From an optimization exercise on the open Yosys and OpenROAD flow, aimed at a short achievable clock period and few clock cycles per item; shortcuts taken in it are not production practice.
The RTL was checked by simulation tests, not by an equivalence proof against the original design.
Power is estimated from default activity; no workload was simulated.

[flow/design.v]
`timescale 1ns / 1ps
package lstg_pkg;
  localparam logic [1:0] CMD_START  = 2'd0;
  localparam logic [1:0] CMD_ISSUE  = 2'd1;
  localparam logic [1:0] CMD_RESP   = 2'd2;
  localparam logic [1:0] CMD_STATUS = 2'd3;
  localparam logic [2:0] REG_BASE     = 3'd0;
  localparam logic [2:0] REG_MODE     = 3'd1;
  localparam logic [2:0] REG_COUNT    = 3'd2;
  localparam logic [2:0] REG_DO_LOADS = 3'd3;
  localparam logic [2:0] REG_LINE     = 3'd4;
  localparam logic [2:0] MODE_FIXED  = 3'd0;
  localparam logic [2:0] MODE_NEXT   = 3'd1;
  localparam logic [2:0] MODE_SEQ    = 3'd2;
  localparam logic [2:0] MODE_RANDOM = 3'd3;
  localparam logic [2:0] MODE_WTR    = 3'd4;
  localparam logic [63:0] BASE_RESET     = 64'h0000_0000_B490_0000;
  localparam logic [2:0]  MODE_RESET     = MODE_SEQ;
  localparam logic [12:0] COUNT_RESET    = 13'd16;
  localparam logic        DO_LOADS_RESET = 1'b1;
  localparam logic [12:0] LINE_RESET     = 13'd64;
  localparam logic [12:0] MAX_ACCESSES = 13'd4096;
  localparam int          RAND_IDX_W   = 13;
  localparam logic [15:0] LFSR_SEED    = 16'hACE1;
  localparam logic [3:0]  STATUS_DONE  = 4'd12;
  localparam logic [3:0]  STATUS_BUSY  = 4'd0;
  typedef enum logic [3:0] {
    KIND_START  = 4'b0001,
    KIND_ISSUE  = 4'b0010,
    KIND_RESP   = 4'b0100,
    KIND_STATUS = 4'b1000
  } kind_t;
  typedef struct packed {
    kind_t kind;
    logic  port_accepts;
    logic  resp_is_write;
  } item_t;
  typedef struct packed {
    logic [63:0] base_address;
    logic [2:0]  access_mode;
    logic [12:0] access_count;
    logic        do_loads;
    logic [12:0] line_bytes;
  } cfg_t;
  typedef struct packed {
    logic        bad_response;
    logic        finished;
    logic [3:0]  status_word;
    logic        req_is_read;
    logic [63:0] req_address;
    logic        req_valid;
  } res_t;
endpackage
`timescale 1ns / 1ps
module lstg_front (
  input  logic                in_tvalid,
  output logic                in_tready,
  input  logic [7:0]          in_tdata,
  input  logic                q_full,
  output logic                push,
  output lstg_pkg::item_t     push_item
);
  assign in_tready = !q_full;
  assign push      = in_tvalid && !q_full;
  always_comb begin
    push_item.port_accepts  = in_tdata[2];
    push_item.resp_is_write = in_tdata[3];
    case (in_tdata[1:0])
      lstg_pkg::CMD_START:  push_item.kind = lstg_pkg::KIND_START;
      lstg_pkg::CMD_ISSUE:  push_item.kind = lstg_pkg::KIND_ISSUE;
      lstg_pkg::CMD_RESP:   push_item.kind = lstg_pkg::KIND_RESP;
      lstg_pkg::CMD_STATUS: push_item.kind = lstg_pkg::KIND_STATUS;
      default:              push_item.kind = lstg_pkg::KIND_STATUS;
    endcase
  end
endmodule
`timescale 1ns / 1ps
module lstg_queue #(
  parameter int DEPTH = 4
) (
  input  logic            clk,
  input  logic            rst_n,
  input  logic            push,
  input  lstg_pkg::item_t push_item,
  output logic            full,
  input  logic            pop,
  output logic            head_valid,
  output lstg_pkg::item_t head_item
);
  localparam int PTR_W = (DEPTH > 1) ? $clog2(DEPTH) : 1;
  localparam int CNT_W = $clog2(DEPTH + 1);
  localparam logic [PTR_W-1:0] PTR_LAST = PTR_W'(DEPTH - 1);
  localparam logic [CNT_W-1:0] CNT_FULL = CNT_W'(DEPTH);
  logic [5:0]       slot_r [DEPTH];   
  logic [PTR_W-1:0] wr_ptr_r, wr_ptr_nxt;
  logic [PTR_W-1:0] rd_ptr_r, rd_ptr_nxt;
  logic [CNT_W-1:0] count_r, count_nxt;
  assign full       = (count_r == CNT_FULL);
  assign head_valid = (count_r != '0);
  assign head_item  = slot_r[rd_ptr_r];
  always_comb begin
    wr_ptr_nxt = wr_ptr_r;
    rd_ptr_nxt = rd_ptr_r;
    count_nxt  = count_r;
    if (push) begin
      wr_ptr_nxt = (wr_ptr_r == PTR_LAST) ? '0 : wr_ptr_r + PTR_W'(1);
    end
    if (pop) begin
      rd_ptr_nxt = (rd_ptr_r == PTR_LAST) ? '0 : rd_ptr_r + PTR_W'(1);
    end
    if (push && !pop) begin
      count_nxt = count_r + CNT_W'(1);
    end else if (pop && !push) begin
      count_nxt = count_r - CNT_W'(1);
    end
  end
  always_ff @(posedge clk) begin
    if (!rst_n) begin
      wr_ptr_r <= '0;
      rd_ptr_r <= '0;
      count_r  <= '0;
    end else begin
      wr_ptr_r <= wr_ptr_nxt;
      rd_ptr_r <= rd_ptr_nxt;
      count_r  <= count_nxt;
    end
  end
  always_ff @(posedge clk) begin
    if (push) begin
      slot_r[wr_ptr_r] <= push_item;
    end
  end
endmodule
`timescale 1ns / 1ps
module lstg_back (
  input  logic            clk,
  input  logic            rst_n,
  input  lstg_pkg::cfg_t  cfg,
  input  logic            head_valid,
  input  lstg_pkg::item_t head_item,
  output logic            pop,
  output logic            out_tvalid,
  input  logic            out_tready,
  output logic [71:0]     out_tdata
);
  typedef enum logic [3:0] {
    PH_IDLE = 4'b0001,
    PH_RUN  = 4'b0010,
    PH_WAIT = 4'b0100,
    PH_DONE = 4'b1000
  } phase_t;
  typedef enum logic [1:0] {
    SEQ_EXEC = 2'b01,
    SEQ_ADDR = 2'b10
  } seq_t;
  phase_t         phase_r, phase_nxt;
  seq_t           seq_r, seq_nxt;
  logic [13:0]    issued_r, issued_nxt;
  logic [13:0]    recv_r, recv_nxt;
  logic [13:0]    wrecv_r, wrecv_nxt;
  logic [63:0]    held_addr_r, held_addr_nxt;
  logic           held_r, held_nxt;
  logic [15:0]    lfsr_r, lfsr_nxt;
  logic [26:0]    offset_r, offset_nxt;
  logic           out_valid_r, out_valid_nxt;
  lstg_pkg::res_t out_data_r, out_data_nxt;
  logic [12:0]    n_eff;
  logic [13:0]    n_ext;
  logic [13:0]    total;
  logic           is_wtr;
  logic [13:0]    line_idx;
  logic [26:0]    offset_prod;
  logic [63:0]    new_addr;
  logic [63:0]    addr_use;
  logic [15:0]    lfsr_step;
  logic           need_form;
  logic           out_free;
  logic           exec;
  logic [13:0]    issued_inc;
  logic [13:0]    recv_inc;
  logic [13:0]    wrecv_inc;
  lstg_pkg::res_t res;
  assign is_wtr = (cfg.access_mode == lstg_pkg::MODE_WTR);
  always_comb begin
    if (cfg.access_count == '0) begin
      n_eff = 13'd1;
    end else if (cfg.access_count > lstg_pkg::MAX_ACCESSES) begin
      n_eff = lstg_pkg::MAX_ACCESSES;
    end else begin
      n_eff = cfg.access_count;
    end
  end
  assign n_ext      = {1'b0, n_eff};
  assign total      = is_wtr ? {n_eff, 1'b0} : n_ext;
  assign issued_inc = issued_r + 14'd1;
  assign recv_inc   = recv_r + 14'd1;
  assign wrecv_inc  = wrecv_r + 14'd1;
  assign lfsr_step = {lfsr_r[0] ^ lfsr_r[2] ^ lfsr_r[3] ^ lfsr_r[5], lfsr_r[15:1]};
  always_comb begin
    case (cfg.access_mode)
      lstg_pkg::MODE_NEXT:   line_idx = 14'd1;
      lstg_pkg::MODE_SEQ:    line_idx = issued_r;
      lstg_pkg::MODE_RANDOM: line_idx = 14'(lfsr_r[lstg_pkg::RAND_IDX_W-1:0]);
      lstg_pkg::MODE_WTR:    line_idx = (issued_r >= n_ext) ? issued_r - n_ext : issued_r;
      default:               line_idx = 14'd0;
    endcase
  end
  assign offset_prod = {13'd0, line_idx} * {14'd0, cfg.line_bytes};
  assign new_addr    = cfg.base_address + {37'd0, offset_r};
  assign addr_use    = held_r ? held_addr_r : new_addr;
  assign out_free  = !out_valid_r || out_tready;
  assign need_form = head_valid && (head_item.kind == lstg_pkg::KIND_ISSUE)
                     && (phase_r == PH_RUN) && (issued_r < total) && !held_r;
  always_comb begin
    phase_nxt     = phase_r;
    seq_nxt       = seq_r;
    issued_nxt    = issued_r;
    recv_nxt      = recv_r;
    wrecv_nxt     = wrecv_r;
    held_addr_nxt = held_addr_r;
    held_nxt      = held_r;
    lfsr_nxt      = lfsr_r;
    offset_nxt    = offset_r;
    exec          = 1'b0;
    res           = '0;
    case (seq_r)
      SEQ_EXEC: begin
        if (need_form) begin
          offset_nxt = offset_prod;
          if (cfg.access_mode == lstg_pkg::MODE_RANDOM) begin
            lfsr_nxt = lfsr_step;
          end
          seq_nxt = SEQ_ADDR;
        end else if (head_valid && out_free) begin
          exec = 1'b1;
        end
      end
      SEQ_ADDR: begin
        if (out_free) begin
          exec    = 1'b1;
          seq_nxt = SEQ_EXEC;
        end
      end
      default: seq_nxt = SEQ_EXEC;
    endcase
    if (exec) begin
      case (head_item.kind)
        lstg_pkg::KIND_START: begin
          if (phase_r == PH_IDLE || phase_r == PH_DONE) begin
            issued_nxt = '0;
            recv_nxt   = '0;
            wrecv_nxt  = '0;
            held_nxt   = 1'b0;
            phase_nxt  = PH_RUN;
          end
        end
        lstg_pkg::KIND_ISSUE: begin
          if (phase_r == PH_RUN && issued_r < total) begin
            held_addr_nxt   = addr_use;
            held_nxt        = 1'b1;
            res.req_valid   = 1'b1;
            res.req_address = addr_use;
            res.req_is_read = is_wtr ? (issued_r >= n_ext) : cfg.do_loads;
            if (head_item.port_accepts) begin
              issued_nxt = issued_inc;
              held_nxt   = 1'b0;
              if (is_wtr && issued_inc == n_ext && wrecv_r < n_ext) begin
                phase_nxt = PH_WAIT;
              end
            end
          end
        end
        lstg_pkg::KIND_RESP: begin
          if (phase_r == PH_IDLE) begin
            res.bad_response = 1'b1;
          end else if (phase_r != PH_DONE) begin
            if (head_item.resp_is_write) begin
              wrecv_nxt = wrecv_inc;
              if (phase_r == PH_WAIT && wrecv_inc >= n_ext) begin
                phase_nxt = PH_RUN;
              end
            end
            recv_nxt = recv_inc;
            if (recv_inc >= total) begin
              phase_nxt = PH_DONE;
              held_nxt  = 1'b0;
            end
          end
        end
        default: ;
      endcase
      res.finished    = (phase_nxt == PH_DONE);
      res.status_word = (phase_nxt == PH_DONE) ? lstg_pkg::STATUS_DONE
                                               : lstg_pkg::STATUS_BUSY;
    end
  end
  assign pop           = exec;
  assign out_valid_nxt = exec ? 1'b1 : (out_tready ? 1'b0 : out_valid_r);
  assign out_data_nxt  = exec ? res : out_data_r;
  always_ff @(posedge clk) begin
    if (!rst_n) begin
      phase_r     <= PH_IDLE;
      seq_r       <= SEQ_EXEC;
      issued_r    <= '0;
      recv_r      <= '0;
      wrecv_r     <= '0;
      held_r      <= 1'b0;
      lfsr_r      <= lstg_pkg::LFSR_SEED;
      out_valid_r <= 1'b0;
    end else begin
      phase_r     <= phase_nxt;
      seq_r       <= seq_nxt;
      issued_r    <= issued_nxt;
      recv_r      <= recv_nxt;
      wrecv_r     <= wrecv_nxt;
      held_r      <= held_nxt;
      lfsr_r      <= lfsr_nxt;
      out_valid_r <= out_valid_nxt;
    end
  end
  always_ff @(posedge clk) begin
    held_addr_r <= held_addr_nxt;
    offset_r    <= offset_nxt;
    out_data_r  <= out_data_nxt;
  end
  assign out_tvalid = out_valid_r;
  assign out_tdata  = out_data_r;
endmodule
`timescale 1ns / 1ps
module load_store_traffic_generator #(
  parameter int QUEUE_DEPTH = 4
) (
  input  logic        clk,
  input  logic        rst_n,
  input  logic        in_tvalid,
  output logic        in_tready,
  input  logic [7:0]  in_tdata,    
  output logic        out_tvalid,
  input  logic        out_tready,
  output logic [71:0] out_tdata,   
  input  logic        cfg_valid,
  output logic        cfg_ready,
  input  logic [2:0]  cfg_index,
  input  logic [63:0] cfg_data
);
  lstg_pkg::cfg_t  cfg_r, cfg_nxt;
  logic            q_full;
  logic            push;
  lstg_pkg::item_t push_item;
  logic            pop;
  logic            head_valid;
  lstg_pkg::item_t head_item;
  assign cfg_ready = 1'b1;
  always_comb begin
    cfg_nxt = cfg_r;
    if (cfg_valid) begin
      case (cfg_index)
        lstg_pkg::REG_BASE:     cfg_nxt.base_address = cfg_data;
        lstg_pkg::REG_MODE:     cfg_nxt.access_mode  = cfg_data[2:0];
        lstg_pkg::REG_COUNT:    cfg_nxt.access_count = cfg_data[12:0];
        lstg_pkg::REG_DO_LOADS: cfg_nxt.do_loads     = cfg_data[0];
        lstg_pkg::REG_LINE:     cfg_nxt.line_bytes   = cfg_data[12:0];
        default: ;
      endcase
    end
  end
  always_ff @(posedge clk) begin
    if (!rst_n) begin
      cfg_r.base_address <= lstg_pkg::BASE_RESET;
      cfg_r.access_mode  <= lstg_pkg::MODE_RESET;
      cfg_r.access_count <= lstg_pkg::COUNT_RESET;
      cfg_r.do_loads     <= lstg_pkg::DO_LOADS_RESET;
      cfg_r.line_bytes   <= lstg_pkg::LINE_RESET;
    end else begin
      cfg_r <= cfg_nxt;
    end
  end
  lstg_front u_front (
    .in_tvalid (in_tvalid),
    .in_tready (in_tready),
    .in_tdata  (in_tdata),
    .q_full    (q_full),
    .push      (push),
    .push_item (push_item)
  );
  lstg_queue #(
    .DEPTH (QUEUE_DEPTH)
  ) u_queue (
    .clk        (clk),
    .rst_n      (rst_n),
    .push       (push),
    .push_item  (push_item),
    .full       (q_full),
    .pop        (pop),
    .head_valid (head_valid),
    .head_item  (head_item)
  );
  lstg_back u_back (
    .clk        (clk),
    .rst_n      (rst_n),
    .cfg        (cfg_r),
    .head_valid (head_valid),
    .head_item  (head_item),
    .pop        (pop),
    .out_tvalid (out_tvalid),
    .out_tready (out_tready),
    .out_tdata  (out_tdata)
  );
endmodule
[flow/run.sh]
#!/bin/bash
# synth_recipe.tcl (not shown) runs the flow's synth.tcl, then flattens the netlist and writes it again
# the make line also repeats each setting of config.mk as NAME=value (left out here)
make -C /OpenROAD-flow-scripts/flow DESIGN_CONFIG=/design/flow/config.mk WORK_HOME=/design/flow/orfs CLKGATE_MAP_FILE= SYNTH_SCRIPT=/design/flow/synth_recipe.tcl finish
[flow/config.mk]
export PLATFORM = sky130hd
export DESIGN_NAME = load_store_traffic_generator
export DESIGN_NICKNAME = load_store_traffic_generator
export VERILOG_FILES = /design/flow/design.v
export SDC_FILE = /design/flow/constraint.sdc
export NUM_CORES = 4
export LEC_CHECK = 0
export CAP_MARGIN = 20
export CORE_MARGIN = 2
export CORE_UTILIZATION = 40
export PLACE_DENSITY = 0.6
export SLEW_MARGIN = 20
[flow/constraint.sdc]
create_clock -name core_clock -period 10.0 [get_ports {clk}]
set_input_delay 2.0000 -clock core_clock [delete_from_list [all_inputs] [get_ports {clk}]]
set_output_delay 2.0000 -clock core_clock [all_outputs]
set_load 0.01 [all_outputs]
==> out/results.ini <==
[logic_synthesis]
netlist_area_um2 = 25200
synth_edf_count = 183
ys_seq_area_frac = 0.352
syn_avg_cell_area_um2 = 9.20
synth_warnings = 4
async_reset_ff_frac = 0
yosys.area.top_type = edfxtp_1
synth_top_area_frac = 0.218
synthCells = 2738
synth-main-ff-cell = edfxtp_1
ys_ff_latch = 352
synth_cell_type_count = 90
synthTopCellsByArea = edfxtp_1 22%, dfxtp_1 13%, fa_1 11%
yosysMostFrequentCell = nand2_1
synthTopCellsByCount = 367 x nand2_1, 231 x inv_1, 215 x a21oi_1

[job]
drv_cap = 0

[worst_setup_path]
crit_required_ps = 10330
r2r_slack_ps = 600
crit_arrival_ps = 9720
startpoint_type = flop
crit_path_top_delay_cell = fa_1
worstRegToRegCells = 37
crit_top_cell = fa_1
r2r-end = u_back.offset_r[25]
crit_type = flop to flop
crit_path_max_fanout = 13
slowest_delay_ps = 560
rr_startpoint = cfg_r[23]
cp-end-kind = flop

[clocking]
clk_pin_slew_ps = 60
clock_latency_ps = 580
cts_root_buf = clkbuf_16
cts_tree = yes
clock_sinks = 352
cts_buffers = 41
htreeDepth = 2
cts_hold_buf = 0
cts.path.max_buffers = 3

[floorplanning]
ios = 155
start_util = 0.407
die_x_um = 255
rows = 91
fp.dieH_um = 255
die_area_um2 = 65000
core_area_um2 = 61900

[power_and_ir_drop]
clockPowerShare = 0.350
power.internal_w = 0.00297
p_leak_nw = 11.8
peakVddDrop_mv = 0.108
seqPwrFrac = 0.432
power.switching_w = 0.00124
power_density_nw_per_um2 = 145
sw_frac_of_total = 0.294
pwr-share-comb = 0.219

[placement]
post-dp-hpwl_um = 52200
io_buffer_count = 147
gp_congestion = 0.906
dpl_worst_slack_ps = 601

[sta]
slew_headroom = 0.284
worst_pin_slew_ps = 1070
fin_crit_ps = 9400
period_share = 0.940
drv_slew = 0
clock-skew-final_ps = 18.6
whs_ps = 464
worst_slack_ps = 601
fmax_mhz = 106
setup_violations = 0
finalHoldViolCount = 0
fin_tns_setup_ps = 0
rsz0062_at_grt = no

[hold_path]
hold_depth = 2
min_to = cfg_r[55]
hold_path.class = flop to flop
min-delay-start = cfg_r[55]

[global_route]
grt_pass1_vias = 20300
grt_pass1_wl_um = 112000
gr-usage-all-layers = 0.217
grt_start_max_net_pins = 93
grt-ovfl-total = 0
antenna_found_initial = 1

[finish]
fin_util = 0.470
multi_input_area_um2 = 14900
drive_gt1_frac = 0.0677
fillers = 5878
seqCellArea_um2 = 8880
area_growth_pct = 15.5
nets = 3253
diodes = 0

[drt]
firstDrtPassIters = 8
viasPerCell = 5.42
drt-total-wl_um = 70100
vias = 20200
antenna_left = 0
drc_errors = 0
drt_iter0_drc = 1275
routedWlPerCell_um = 18.8

[status]
status = finished clean

power by group through the flow:
stage          Sequential (W)  Combinational, W  Clock (W)
5_1_grt               0.00183           0.00101    0.00155
6_report              0.00182          0.000921    0.00147
3_3_place_gp          0.00185          0.000911          0
4_1_cts               0.00182          0.000931    0.00151
2_1_floorplan         0.00188          0.000433          0
3_5_place_dp          0.00185          0.000926          0
layer usage:
metal | GRT usage | wire [um] | vias to the layer above
met4 | 0.0617 | 1620 | 2
met1 | 0.294 | 31300 | 9748
li1 | - | - | 9730
met5 | 0 | 13 | -
met3 | 0.0430 | 5150 | 114
met2 | 0.354 | 32000 | 645
worst max-delay path: cells and delay by family, from the launching register on:
family / cells / cell delay, ps
and+or+nand+nor: 5 / 890
adders and majority gates: 8 / 3560
DFF: 1 / 360
xor gates and xnor gates: 1 / 80
muxes: 1 / 120
AOI/OAI and AO/OA: 15 / 3230
buffers and inverters: 7 / 900
worst max path at each step:
stage                   start  slack, ps             endpoint  cells after the start
floorplan           cfg_r[16]       1210  u_back.offset_r[25]                     36
global placement    cfg_r[23]        630  u_back.offset_r[25]                     37
detailed placement  cfg_r[23]        600  u_back.offset_r[25]                     37
CTS                 cfg_r[15]        560  u_back.offset_r[25]                     37
global route        cfg_r[15]          5  u_back.offset_r[25]                     36
finish              cfg_r[23]        600  u_back.offset_r[25]                     37
per-stage QoR:
step | power [W] | instances | area (um^2)
2_1_floorplan | 0.00231 | 2739 | 25200
3_3_place_gp | 0.00276 | 3655 | 27800
3_5_place_dp | 0.00278 | 3656 | 27800
4_1_cts | 0.00425 | 3732 | 29100
5_1_grt | 0.00439 | 3732 | 29100
6_report | 0.00421 | 3732 | 29100
layout make-up:
cell class / count / area share
well taps: 837 / 0.0360
clock buffers: 53 / 0.0379
flip-flops and latches: 352 / 0.305
multi-input cells: 2009 / 0.511
clock inverters: 23 / 0.00710
inverters: 232 / 0.0301
repair buffers: 226 / 0.0722
cell families after synthesis:
family	count (synthesis)	share of synthesized area
flip-flops	352	0.352
AO/OA/AOI/OAI	568	0.143
XOR/XNOR	129	0.0449
multiplexers	57	0.0260
buffers and inverters	378	0.0585
AND/OR/NAND/NOR	941	0.180
adder cells (fa/ha/maj)	311	0.195
other	2	0.000298
placed cells by master, fill, tap and decap left out, types with 8 or more instances in the layout:
master,count
nand3b_1,9
clkdlybuf4s50_1,146
a31oi_1,10
a21oi_1,215
xor2_1,44
nand2_1,366
clkinv_2,10
o211ai_1,18
nor3_1,33
and3_1,30
nand2b_1,22
o21ai_1,10
o21ai_0,100
a21o_1,36
nor4_1,18
ha_1,176
and2_1,99
o22ai_1,16
xnor2_1,85
and4_1,13
nor2b_1,31
a211oi_1,39
clkbuf_1,10
or3_1,8
o21a_1,22
clkbuf_16,42
mux2_2,8
dfxtp_1,168
nor2_1,166
buf_4,75
mux2i_1,43
or4_1,13
a21boi_0,12
nand4_1,34
inv_1,229
o21bai_1,8
fa_1,135
edfxtp_1,183
nand3_1,74
sequential cells by signal, indices dropped and copies added, names as in the netlist, named ones only:
signal / count
u_back.out_data_r: 68
u_queue.wr_ptr_r: 2
cfg_r: 94
u_back.held_addr_r: 64
u_queue.slot_r: 24
u_back.wrecv_r: 14
u_back.lfsr_r: 16
u_back.offset_r: 27
u_back.out_valid_r: 1
u_back.issued_r: 14
u_back.recv_r: 14
u_queue.rd_ptr_r: 2
u_back.held_r: 1
u_queue.count_r: 3
u_back.phase_r: 4
u_back.seq_r: 2
repair_timing:
item / in CTS / in global routing
gates resized for setup: 0 / 1
buffers inserted: 0 / 0
endpoints found under the setup margin: 0 / 1
endpoints found under the hold margin: 0 / 0
Testbench counts, summed over its fixed seeds: cycles 78,266, items 53,091.

==> static timing again, ports no longer ideal <==
How much do the figures lean on ideal ports? The routed layout below was timed once more, with nothing changed but the port constraints.
Step 1, drivers: a clkbuf_16 drives clk and a buf_2 each remaining input, both assumed.
Step 2 also shifts input and output timing later by t, the mid clock arrival at the registers, as if the neighbouring blocks saw the same clock.
Three values: ideal ports, drivers, drivers and shift; two values: the first two.
shift t [ns]: 0.627
slack for setup (ns): 0.601 / 0.601 / 0.601
hold slack, ns: 0.464 / 0.464 / 0.464
After both steps this run still meets setup and hold. The setup slack of this run moves by 0.000 ns with the drivers and by 0.000 ns with both steps.
